From an optimization exercise on the open Yosys and OpenROAD flow, aimed at small area; shortcuts taken in it are not production practice.
Function was checked by simulation only, so behaviour that the tests miss may differ from the original.
Power is estimated from default activity; no workload was simulated.

[flow/config.mk]
export PLATFORM = sky130hd
export DESIGN_NAME = daq_top
export DESIGN_NICKNAME = daq_top
export VERILOG_FILES = /design/flow/design.v
export SDC_FILE = /design/flow/constraint.sdc
export NUM_CORES = 4
export LEC_CHECK = 0
export CAP_MARGIN = 20
export CORE_MARGIN = 2
export CORE_UTILIZATION = 40
export SLEW_MARGIN = 20
[flow/constraint.sdc]
create_clock -name core_clock -period 10.0 [get_ports {AD_CLK_40M}]
set_input_delay 2.0000 -clock core_clock [delete_from_list [all_inputs] [get_ports {AD_CLK_40M}]]
set_output_delay 2.0000 -clock core_clock [all_outputs]
set_load 0.01 [all_outputs]
[flow/design.v]
package daq_pkg;
	localparam int DATA_W     = 16;	 
	localparam int ADDR_W     = 9;	 
	localparam int N_CH       = 4;	 
	localparam int FIFO_DEPTH = 16;	 
	localparam int PERIOD_W   = 32;	 
	localparam logic [DATA_W-1:0] VERSION_WORD = 16'h1000;
	localparam int CONVST_CYC = 2;	 
	localparam int RD_CYC     = 2;	 
	localparam logic [ADDR_W-1:0] ADDR_VERSION    = 9'h000;
	localparam logic [ADDR_W-1:0] ADDR_SAMPLE_DIV = 9'h002;
	localparam logic [ADDR_W-1:0] ADDR_PHASE_L    = 9'h00A;
	localparam logic [ADDR_W-1:0] ADDR_PHASE_H    = 9'h00C;
	localparam logic [ADDR_W-1:0] ADDR_CTRL       = 9'h00E;
	localparam logic [ADDR_W-1:0] ADDR_STATUS     = 9'h014;
	localparam logic [ADDR_W-1:0] ADDR_CH_BASE    = 9'h016;	 
	typedef logic [DATA_W-1:0]   data_t;
	typedef logic [PERIOD_W-1:0] period_t;
	typedef struct packed {
		logic              cs;
		logic              we;
		logic              rd;
		logic [ADDR_W-1:0] addr;
		data_t             wdata;
	} mcu_req_t;
	typedef struct packed {
		data_t [N_CH-1:0] ch;
	} sample_set_t;
	typedef struct packed {
		logic [DATA_W-3:0] rsvd;
		logic              fifo_clr;	 
		logic              enable;	 
	} ctrl_fields_t;
	typedef union packed {
		data_t        raw;
		ctrl_fields_t f;
	} ctrl_word_u;
endpackage
`timescale 1ns/1ns
module sample_fifo (
	input  logic           AD_CLK_40M,
	input  logic           arst_n_i,
	input  logic           clr_i,
	input  logic           wr_i,
	input  daq_pkg::data_t wdata_i,
	input  logic           pop_i,
	output daq_pkg::data_t head_o,
	output logic           nempty_o,
	output logic           ovf_o
);
	localparam int DEPTH = daq_pkg::FIFO_DEPTH;
	localparam int PTR_W = $clog2(DEPTH);
	daq_pkg::data_t            mem [0:DEPTH-1];
	logic [PTR_W-1:0] wr_ptr;
	logic [PTR_W-1:0] rd_ptr;
	logic [PTR_W:0]   count;
	logic             full;
	logic             push;
	logic             pop;
	assign full     = count == (PTR_W + 1)'(DEPTH);
	assign nempty_o = count != '0;
	assign push     = wr_i & ~full;	 
	assign pop      = pop_i & nempty_o;
	assign head_o   = mem[rd_ptr];
	always_ff @(posedge AD_CLK_40M or negedge arst_n_i) begin
		if (!arst_n_i) begin
			wr_ptr <= '0;
			rd_ptr <= '0;
			count  <= '0;
			ovf_o  <= 1'b0;
		end else if (clr_i) begin
			wr_ptr <= '0;
			rd_ptr <= '0;
			count  <= '0;
			ovf_o  <= 1'b0;
		end else begin
			if (push)
				wr_ptr <= wr_ptr + 1'b1;
			if (pop)
				rd_ptr <= rd_ptr + 1'b1;
			count <= count + (PTR_W + 1)'(push) - (PTR_W + 1)'(pop);
			if (wr_i && full)
				ovf_o <= 1'b1;	 
		end
	end
	always_ff @(posedge AD_CLK_40M) begin
		if (push)
			mem[wr_ptr] <= wdata_i;
	end
endmodule
`timescale 1ns/1ns
module mcu_reg_bank (
	input  logic                                AD_CLK_40M,
	input  logic                                arst_n_i,
	input  daq_pkg::mcu_req_t                   req_i,
	input  daq_pkg::period_t                    period_i,
	input  logic                                period_valid_i,
	input  daq_pkg::data_t [daq_pkg::N_CH-1:0]  fifo_head_i,
	input  logic [daq_pkg::N_CH-1:0]            fifo_nempty_i,
	input  logic [daq_pkg::N_CH-1:0]            fifo_ovf_i,
	output daq_pkg::data_t                      rdata_o,
	output logic                                rvalid_o,
	output daq_pkg::data_t                      sample_div_o,
	output logic                                enable_o,
	output logic                                fifo_clr_o,
	output logic [daq_pkg::N_CH-1:0]            pop_o
);
	daq_pkg::data_t      sample_div_q;
	daq_pkg::ctrl_word_u ctrl_q;
	daq_pkg::data_t      status_word;
	daq_pkg::data_t      rd_word;
	logic       wr_hit;
	logic       rd_hit;
	assign wr_hit = req_i.cs & req_i.we;
	assign rd_hit = req_i.cs & req_i.rd;
	assign status_word = daq_pkg::data_t'({~period_valid_i, fifo_ovf_i, fifo_nempty_i});
	always_ff @(posedge AD_CLK_40M or negedge arst_n_i) begin
		if (!arst_n_i) begin
			sample_div_q <= '0;
			ctrl_q.raw   <= '0;
		end else begin
			if (wr_hit && req_i.addr == daq_pkg::ADDR_SAMPLE_DIV)
				sample_div_q <= req_i.wdata;
			if (wr_hit && req_i.addr == daq_pkg::ADDR_CTRL)
				ctrl_q.raw <= req_i.wdata;
			else
				ctrl_q.f.fifo_clr <= 1'b0;	 
		end
	end
	assign sample_div_o = sample_div_q;
	assign enable_o     = ctrl_q.f.enable;
	assign fifo_clr_o   = ctrl_q.f.fifo_clr;
	always_comb begin
		rd_word = '0;
		pop_o   = '0;
		if (rd_hit) begin
			case (req_i.addr)
				daq_pkg::ADDR_VERSION:    rd_word = daq_pkg::VERSION_WORD;
				daq_pkg::ADDR_SAMPLE_DIV: rd_word = sample_div_q;
				daq_pkg::ADDR_PHASE_L:    rd_word = period_i[daq_pkg::DATA_W-1:0];
				daq_pkg::ADDR_PHASE_H:    rd_word = period_i[daq_pkg::PERIOD_W-1:daq_pkg::DATA_W];
				daq_pkg::ADDR_CTRL:       rd_word = ctrl_q.raw;
				daq_pkg::ADDR_STATUS:     rd_word = status_word;
				default:         rd_word = '0;
			endcase
			for (int k = 0; k < daq_pkg::N_CH; k++) begin
				if (req_i.addr == daq_pkg::ADDR_W'(daq_pkg::ADDR_CH_BASE + 2 * k)) begin
					rd_word  = fifo_nempty_i[k] ? fifo_head_i[k] : '0;	 
					pop_o[k] = fifo_nempty_i[k];	 
				end
			end
		end
	end
	always_ff @(posedge AD_CLK_40M or negedge arst_n_i) begin
		if (!arst_n_i)
			rvalid_o <= 1'b0;
		else
			rvalid_o <= rd_hit;
	end
	always_ff @(posedge AD_CLK_40M) begin
		rdata_o <= rd_word;
	end
endmodule
`timescale 1ns/1ns
module phase_meter (
	input  logic             AD_CLK_40M,
	input  logic             arst_n_i,
	input  logic             phase_i,
	output daq_pkg::period_t period_o,
	output logic             period_valid_o,
	output logic             edge_o
);
	logic    ph_meta;
	logic    ph_sync;
	logic    ph_dly;
	logic    seen_edge;	 
	daq_pkg::period_t cnt_q;
	always_ff @(posedge AD_CLK_40M or negedge arst_n_i) begin
		if (!arst_n_i) begin
			ph_meta <= 1'b0;
			ph_sync <= 1'b0;
			ph_dly  <= 1'b0;
		end else begin
			ph_meta <= phase_i;	 
			ph_sync <= ph_meta;
			ph_dly  <= ph_sync;
		end
	end
	assign edge_o = ph_sync & ~ph_dly;
	always_ff @(posedge AD_CLK_40M or negedge arst_n_i) begin
		if (!arst_n_i) begin
			cnt_q          <= '0;
			seen_edge      <= 1'b0;
			period_o       <= '0;
			period_valid_o <= 1'b0;
		end else if (edge_o) begin
			cnt_q     <= daq_pkg::period_t'(1);
			seen_edge <= 1'b1;
			if (seen_edge) begin
				period_o       <= cnt_q;
				period_valid_o <= 1'b1;	 
			end
		end else begin
			cnt_q <= cnt_q + 1'b1;
		end
	end
endmodule
`timescale 1ns/1ns
module conv_scheduler (
	input  logic           AD_CLK_40M,
	input  logic           arst_n_i,
	input  logic           enable_i,
	input  logic           period_valid_i,
	input  logic           edge_i,
	input  daq_pkg::data_t sample_div_i,
	input  logic           conv_ready_i,
	output logic           conv_valid_o
);
	daq_pkg::data_t cnt_q;
	logic  run;
	logic  advance;
	logic  wrap;
	logic  xfer;
	assign run     = enable_i & period_valid_i;
	assign advance = run & (~conv_valid_o | conv_ready_i);	 
	assign wrap    = cnt_q == sample_div_i;
	assign xfer    = conv_valid_o & conv_ready_i;
	always_ff @(posedge AD_CLK_40M or negedge arst_n_i) begin
		if (!arst_n_i) begin
			cnt_q <= '0;
		end else if (edge_i || !run) begin
			cnt_q <= '0;	 
		end else if (advance) begin
			cnt_q <= wrap ? '0 : cnt_q + 1'b1;
		end
	end
	always_ff @(posedge AD_CLK_40M or negedge arst_n_i) begin
		if (!arst_n_i)
			conv_valid_o <= 1'b0;
		else if (advance && wrap && !edge_i)
			conv_valid_o <= 1'b1;
		else if (xfer)
			conv_valid_o <= 1'b0;
	end
endmodule
`timescale 1ns/1ns
module ad7606_reader (
	input  logic                AD_CLK_40M,
	input  logic                arst_n_i,
	input  logic                conv_valid_i,
	input  daq_pkg::data_t      adc_db_i,
	input  logic                adc_busy_i,
	output logic                conv_ready_o,
	output logic                adc_convst_o,
	output logic                adc_cs_n_o,
	output logic                adc_rd_n_o,
	output daq_pkg::sample_set_t sample_o,
	output logic                sample_valid_o
);
	localparam int CNT_W = 4;
	localparam int CH_W  = $clog2(daq_pkg::N_CH);
	typedef enum logic [2:0] {
		S_IDLE,
		S_CONVST,
		S_WAIT_BH,
		S_WAIT_BL,
		S_READ
	} state_t;
	state_t           state_q;
	logic [CNT_W-1:0] cnt_q;
	logic [CH_W-1:0]  ch_q;
	logic             rd_low;
	logic             rd_last;
	assign rd_low  = (state_q == S_READ) && (cnt_q < CNT_W'(daq_pkg::RD_CYC));
	assign rd_last = (state_q == S_READ) && (cnt_q == CNT_W'(daq_pkg::RD_CYC - 1));
	assign conv_ready_o = state_q == S_IDLE;
	assign adc_convst_o = state_q != S_CONVST;
	assign adc_cs_n_o   = ~rd_low;
	assign adc_rd_n_o   = ~rd_low;
	always_ff @(posedge AD_CLK_40M or negedge arst_n_i) begin
		if (!arst_n_i) begin
			state_q        <= S_IDLE;
			cnt_q          <= '0;
			ch_q           <= '0;
			sample_valid_o <= 1'b0;
		end else begin
			sample_valid_o <= 1'b0;
			case (state_q)
				S_IDLE: begin
					cnt_q <= '0;
					if (conv_valid_i)
						state_q <= S_CONVST;
				end
				S_CONVST: begin
					cnt_q <= cnt_q + 1'b1;
					if (cnt_q == CNT_W'(daq_pkg::CONVST_CYC - 1))
						state_q <= S_WAIT_BH;
				end
				S_WAIT_BH: begin
					if (adc_busy_i)
						state_q <= S_WAIT_BL;
				end
				S_WAIT_BL: begin
					ch_q  <= '0;
					cnt_q <= '0;
					if (!adc_busy_i)
						state_q <= S_READ;	 
				end
				S_READ: begin
					if (rd_last && ch_q == CH_W'(daq_pkg::N_CH - 1)) begin
						state_q        <= S_IDLE;
						sample_valid_o <= 1'b1;
					end else if (cnt_q == CNT_W'(daq_pkg::RD_CYC)) begin
						cnt_q <= '0;	 
						ch_q  <= ch_q + 1'b1;
					end else begin
						cnt_q <= cnt_q + 1'b1;
					end
				end
				default: state_q <= S_IDLE;
			endcase
		end
	end
	always_ff @(posedge AD_CLK_40M) begin
		if (rd_last)
			sample_o.ch[ch_q] <= adc_db_i;	 
	end
endmodule
`timescale 1ns/1ns
module daq_top (
	input  logic                         AD_CLK_40M,
	input  logic                         arst_n_i,
	input  logic                         mcu_cs_n_i,
	input  logic                         mcu_we_n_i,
	input  logic                         mcu_rd_n_i,
	input  logic [daq_pkg::ADDR_W-1:0]   mcu_addr_i,
	input  daq_pkg::data_t               mcu_wdata_i,
	input  daq_pkg::data_t               adc_db_i,
	input  logic                         adc_busy_i,
	input  logic                         phase_i,
	output daq_pkg::data_t               mcu_rdata_o,
	output logic                         mcu_rvalid_o,
	output logic                         adc_convst_o,
	output logic                         adc_cs_n_o,
	output logic                         adc_rd_n_o
);
	daq_pkg::mcu_req_t              mcu_req;
	daq_pkg::period_t               period;
	logic                  period_valid;
	logic                  phase_edge;
	daq_pkg::data_t                 sample_div;
	logic                  enable;
	logic                  fifo_clr;
	logic                  conv_valid;
	logic                  conv_ready;
	daq_pkg::sample_set_t           sample;
	logic                  sample_valid;
	daq_pkg::data_t [daq_pkg::N_CH-1:0]      fifo_head;
	logic [daq_pkg::N_CH-1:0]       fifo_nempty;
	logic [daq_pkg::N_CH-1:0]       fifo_ovf;
	logic [daq_pkg::N_CH-1:0]       fifo_pop;
	assign mcu_req.cs    = ~mcu_cs_n_i;	 
	assign mcu_req.we    = ~mcu_we_n_i;
	assign mcu_req.rd    = ~mcu_rd_n_i;
	assign mcu_req.addr  = mcu_addr_i;
	assign mcu_req.wdata = mcu_wdata_i;
	mcu_reg_bank u_regs (
		.AD_CLK_40M     (AD_CLK_40M),
		.arst_n_i       (arst_n_i),
		.req_i          (mcu_req),
		.period_i       (period),
		.period_valid_i (period_valid),
		.fifo_head_i    (fifo_head),
		.fifo_nempty_i  (fifo_nempty),
		.fifo_ovf_i     (fifo_ovf),
		.rdata_o        (mcu_rdata_o),
		.rvalid_o       (mcu_rvalid_o),
		.sample_div_o   (sample_div),
		.enable_o       (enable),
		.fifo_clr_o     (fifo_clr),
		.pop_o          (fifo_pop)
	);
	phase_meter u_phase (
		.AD_CLK_40M     (AD_CLK_40M),
		.arst_n_i       (arst_n_i),
		.phase_i        (phase_i),
		.period_o       (period),
		.period_valid_o (period_valid),
		.edge_o         (phase_edge)
	);
	conv_scheduler u_sched (
		.AD_CLK_40M     (AD_CLK_40M),
		.arst_n_i       (arst_n_i),
		.enable_i       (enable),
		.period_valid_i (period_valid),
		.edge_i         (phase_edge),
		.sample_div_i   (sample_div),
		.conv_ready_i   (conv_ready),
		.conv_valid_o   (conv_valid)
	);
	ad7606_reader u_adc (
		.AD_CLK_40M     (AD_CLK_40M),
		.arst_n_i       (arst_n_i),
		.conv_valid_i   (conv_valid),
		.adc_db_i       (adc_db_i),
		.adc_busy_i     (adc_busy_i),
		.conv_ready_o   (conv_ready),
		.adc_convst_o   (adc_convst_o),
		.adc_cs_n_o     (adc_cs_n_o),
		.adc_rd_n_o     (adc_rd_n_o),
		.sample_o       (sample),
		.sample_valid_o (sample_valid)
	);
	for (genvar g = 0; g < daq_pkg::N_CH; g++) begin : g_fifo
		sample_fifo u_fifo (
			.AD_CLK_40M (AD_CLK_40M),
			.arst_n_i   (arst_n_i),
			.clr_i      (fifo_clr),
			.wr_i       (sample_valid),
			.wdata_i    (sample.ch[g]),
			.pop_i      (fifo_pop[g]),
			.head_o     (fifo_head[g]),
			.nempty_o   (fifo_nempty[g]),
			.ovf_o      (fifo_ovf[g])
		);
	end
endmodule
[flow/run.sh]
#!/bin/bash
# synth_recipe.tcl (not shown) runs the flow's synth.tcl, then flattens the netlist and writes it again
# the make line also repeats each setting of config.mk as NAME=value (left out here)
make -C /OpenROAD-flow-scripts/flow DESIGN_CONFIG=/design/flow/config.mk WORK_HOME=/design/flow/orfs CLKGATE_MAP_FILE= SYNTH_SCRIPT=/design/flow/synth_recipe.tcl finish
==> results.txt <==
-- flip-flops by register name, summed over array words and instances (netlist names), 2 cells and up --
signal and cells:
u_adc.sample_o 64, g_fifo.u_fifo.wr_ptr 16, u_adc.ch_q 2, u_adc.cnt_q 4, u_adc.state_q 3, g_fifo.u_fifo.rd_ptr 16, u_sched.cnt_q 16, u_phase.period_o 32
u_regs.sample_div_q 16, g_fifo.u_fifo.ovf_o 4, u_regs.rdata_o 16, u_regs.ctrl_q 16, g_fifo.u_fifo.mem 1024, g_fifo.u_fifo.count 20, u_phase.cnt_q 32
-- stage by stage --
stage               worst slack (ns)  util, %
finish                          5.08     46.0
detailed placement              4.32     42.4
CTS                             5.12     46.0
global placement                4.36     42.4
global route                    4.90     46.0
floorplan                       5.58        -
-- layer usage --
layer / global-route usage [%] / up-vias / share of wire [%]
met5: 0 / - / 0
met4: 5.00 / 0 / 2.1
met3: 3.79 / 169 / 6.7
met2: 30.1 / 897 / 47
met1: 28.0 / 14400 / 44
li1: - / 12000 / -
-- cell families (layout without fill, tap and decap cells) --
kind of cell	count (synthesis)	in the layout	synth area share [%]
AO/OA/AOI/OAI	331	331	3.89
multiplexers	427	427	14.2
AND/OR/NAND/NOR	520	520	5.12
XOR/XNOR	84	84	1.40
flip-flops	1289	1289	71.5
adder cells (fa/ha/maj)	58	58	1.44
buffers and inverters	292	546	2.41
-- worst paths after layout --
check	slack [ns]	cells past startpoint	to
max	5.08	14	g_fifo[2].u_fifo.count[4]
min	0.35	0	u_phase.ph_sync
max reg2reg	6.25	15	g_fifo[2].u_fifo.count[4]
min reg2reg	0.35	0	u_phase.ph_sync
max in group asynchronous	6.78	3	g_fifo[0].u_fifo.rd_ptr[0]
min in group asynchronous	1.29	1	u_phase.seen_edge
-- cell type report --
cell class,instances,area (µm²)
Fill cell,11200,70700
Sequential cell,1289,37600
Multi-Input combinational cell,1420,13900
Clock buffer,182,3810
Tap cell,1755,2200
Timing Repair Buffer,155,1370
Clock inverter,72,841
Inverter,137,514
-- power groups by stage --
stage	Clock [W]	Combinational (W)	Sequential [W]
3_5_place_dp	0	0.000703	0.00618
6_report	0.00522	0.000704	0.00607
4_1_cts	0.00531	0.000707	0.00607
2_1_floorplan	0	0.000478	0.00611
3_3_place_gp	0	0.000689	0.00618
5_1_grt	0.00553	0.000788	0.00609
-- worst max-delay path, cell delays in order --
cell	delay, ns
clkdlybuf4s50_1	0.46
nor4b_4	0.54
and4b_1	0.77
and2_1	0.35
ha_1	0.28
inv_1	0.06
ha_1	0.15
inv_1	0.06
fa_1	0.42
inv_1	0.07
a21oi_1	0.06
nor2_1	0.11
or3_1	0.12
a21oi_1	0.06
-- placed cells by master (no fill, tap or decap), types with 16 or more instances in the layout --
cell and n:
xor2_1 57, edfxtp_1 1088, o21ai_0 100, clkinv_2 22
nand2_1 143, nand3_1 25, nor2_1 111, a21oi_1 73
xnor2_1 27, o22ai_1 20, dfrtp_1 172, inv_1 135
and2_1 40, ha_1 54, clkinv_1 20, nor2b_1 48
mux2i_1 96, mux4_2 247, mux2_2 84, clkbuf_16 141
a211oi_1 51, o211ai_1 16, a22oi_1 23, dfxtp_1 16
clkbuf_1 28, clkdlybuf4s50_1 66, buf_4 83
==> out/qor.csv <==
stage,metric,value,unit
status,status,no timing/DRC/antenna violations,
synthesis,yosys.cell_types.count,76,
timing,finClkSkew,0.0309,ns
clocking,cts_tree,yes,
detailed_routing,ant_nets,0,
synthesis,synthesis.nets,3107,
synthesis,yosys.area.top_type,edfxtp_1,
synthesis,synth-edff-count,1088,
synthesis,synth_common_cells,"edfxtp_1, mux4_2, dfrtp_1",
clocking,cts_max_level,4,
synthesis,synthArstFlopShare,14.4,%
synthesis,synth_warnings,5,
clocking,ctsHoldBuffers,0,
synthesis,netlist_area,52600,µm²
detailed_routing,routed_via_density,5.48,
power_and_ir_drop,clkPwrFrac,43.5,%
power_and_ir_drop,p_int,0.00928,W
detailed_routing,vias,27500,
placed_design,post_dp_cell_area,55600,µm²
worst_setup_path,cp_data_required_time,10.61,ns
worst_setup_path,path_class,input pin to flop,
worst_setup_path,worst-path-max-fanout,17,
die,rows,133,
power_and_ir_drop,sw_frac_of_total,22.6,%
detailed_routing,totalWireLength,129,mm
hold_path,min_path_type,flop to flop,
synthesis,ys_seq_elements,1289,
placed_design,gp_congestion,0.851,
power_and_ir_drop,power.leakage,20.1,nW
grt,antenna_found_initial,5,
die,floorplan.initialDensity,40.2,%
die,coreArea,131000,µm²
power_and_ir_drop,p_switching,0.00271,W
die,die-area,134000,µm²
timing,rsz0062_at_grt,false,
final_layout,area_delta_synth_final,14.6,%
power_and_ir_drop,seq_power_share,50.6,%
die,die_h,367,µm
synthesis,synth_sequential_area_ratio,71.5,%
run,drv_cap,0,
grt,grt_max_degree,94,
power_and_ir_drop,irDropWorstVdd,0.000214,V
clocking,cts.clk_slew.worst_paths,0.06,ns
placed_design,place_inst,4752,
synthesis,synthCells,3001,
final_layout,final_nets,3246,
grt,grt_overflow_total,0,
die,fp.dieW,367,µm
synthesis,synth_area_leaders,"edfxtp_1, mux4_2, dfrtp_1, mux2i_1, mux2_2",
final_layout,num_antenna_cells,0,
timing,hold_violations,0,
worst_setup_path,worstSetupStartpoint,mcu_addr_i[5],
grt,grt_pass1_vias,27200,
clocking,post_cts_buffers,0,
detailed_routing,avgRoutedWirePerCell,25.8,µm
hold_path,hp-start,u_phase.ph_meta,
clocking,root_buffer,clkbuf_16,
synthesis,avgSynthCellArea,17.5,µm²
clocking,cts.sinks,1289,
worst_setup_path,worstReg2RegStart,g_fifo[2].u_fifo.count[2],
timing,finalCritPeriodShare,49.2,%
synthesis,synth.most_common_cell,edfxtp_1,
worst_setup_path,arrival,5.52,ns
synthesis,yosys_most_used_dff,edfxtp_1,
clocking,numCtsBuffers,137,
clocking,clk_latency,0.78,ns
grt,grt_usage,19.3,%
worst_setup_path,cp-end-kind,flop,
timing,max_freq,0.203,GHz
die,ios,68,
detailed_routing,dr.pass1.iters,5,
grt,grt_pass1_wl,190,mm
timing,slew_violations,0,
timing,max_slew_margin,22.4,%
clocking,cts_buffer_depth,3,
final_layout,fin_area,60300,µm²
timing,period_minus_slack,4.92,ns
clocking,post_cts_resized,0,
synthesis,synth_top_area_share,62.1,%
final_layout,layout.cells.non_filler,5010,
detailed_routing,drt_iter0_markers,2775,
power_and_ir_drop,p_comb_share,5.9,%
detailed_routing,drc_errors,0,
worst_setup_path,crit_path_start_kind,input pin,
power_and_ir_drop,power_density,199,nW/µm²
timing,setup_tns,0,ns
placed_design,port_buffers,67,
timing,hold_slack,0.346,ns
placed_design,hpwl,79.9,mm
timing,tightest_slew,1.16,ns
final_layout,drive_gt1_share,21.4,%
timing,finalSetupViolCount,0,
power_and_ir_drop,power,0.0120,W

-- afterwards: timing with drivers on the ports --
How much do the figures lean on ideal ports? The routed layout below was timed once more, with nothing changed but the port constraints.
Step 1: set_driving_cell puts a clkbuf_16 on AD_CLK_40M and a buf_2 on each other input, an assumption about the parent block.
Step 2 adds t to the input delays and takes it off the output delays; t is the mean of the earliest and latest rising clock arrival at the registers after step 1. Input paths then give back, and output paths get back, about the clock's delay inside the block.
a / b / c = ideal ports / drivers / drivers and shift; a / b = the first two.
t, ns: 0.835
setup slack, ns: 5.082 / 5.121 / 4.289
hold slack, ns: 0.346 / 0.346 / 0.346
worst setup path at the end: input to register
pins driven straight from the clock port: 1
After both steps this run still meets setup and hold. The setup slack of this run moves by +0.039 ns with the drivers and by -0.793 ns with both steps.
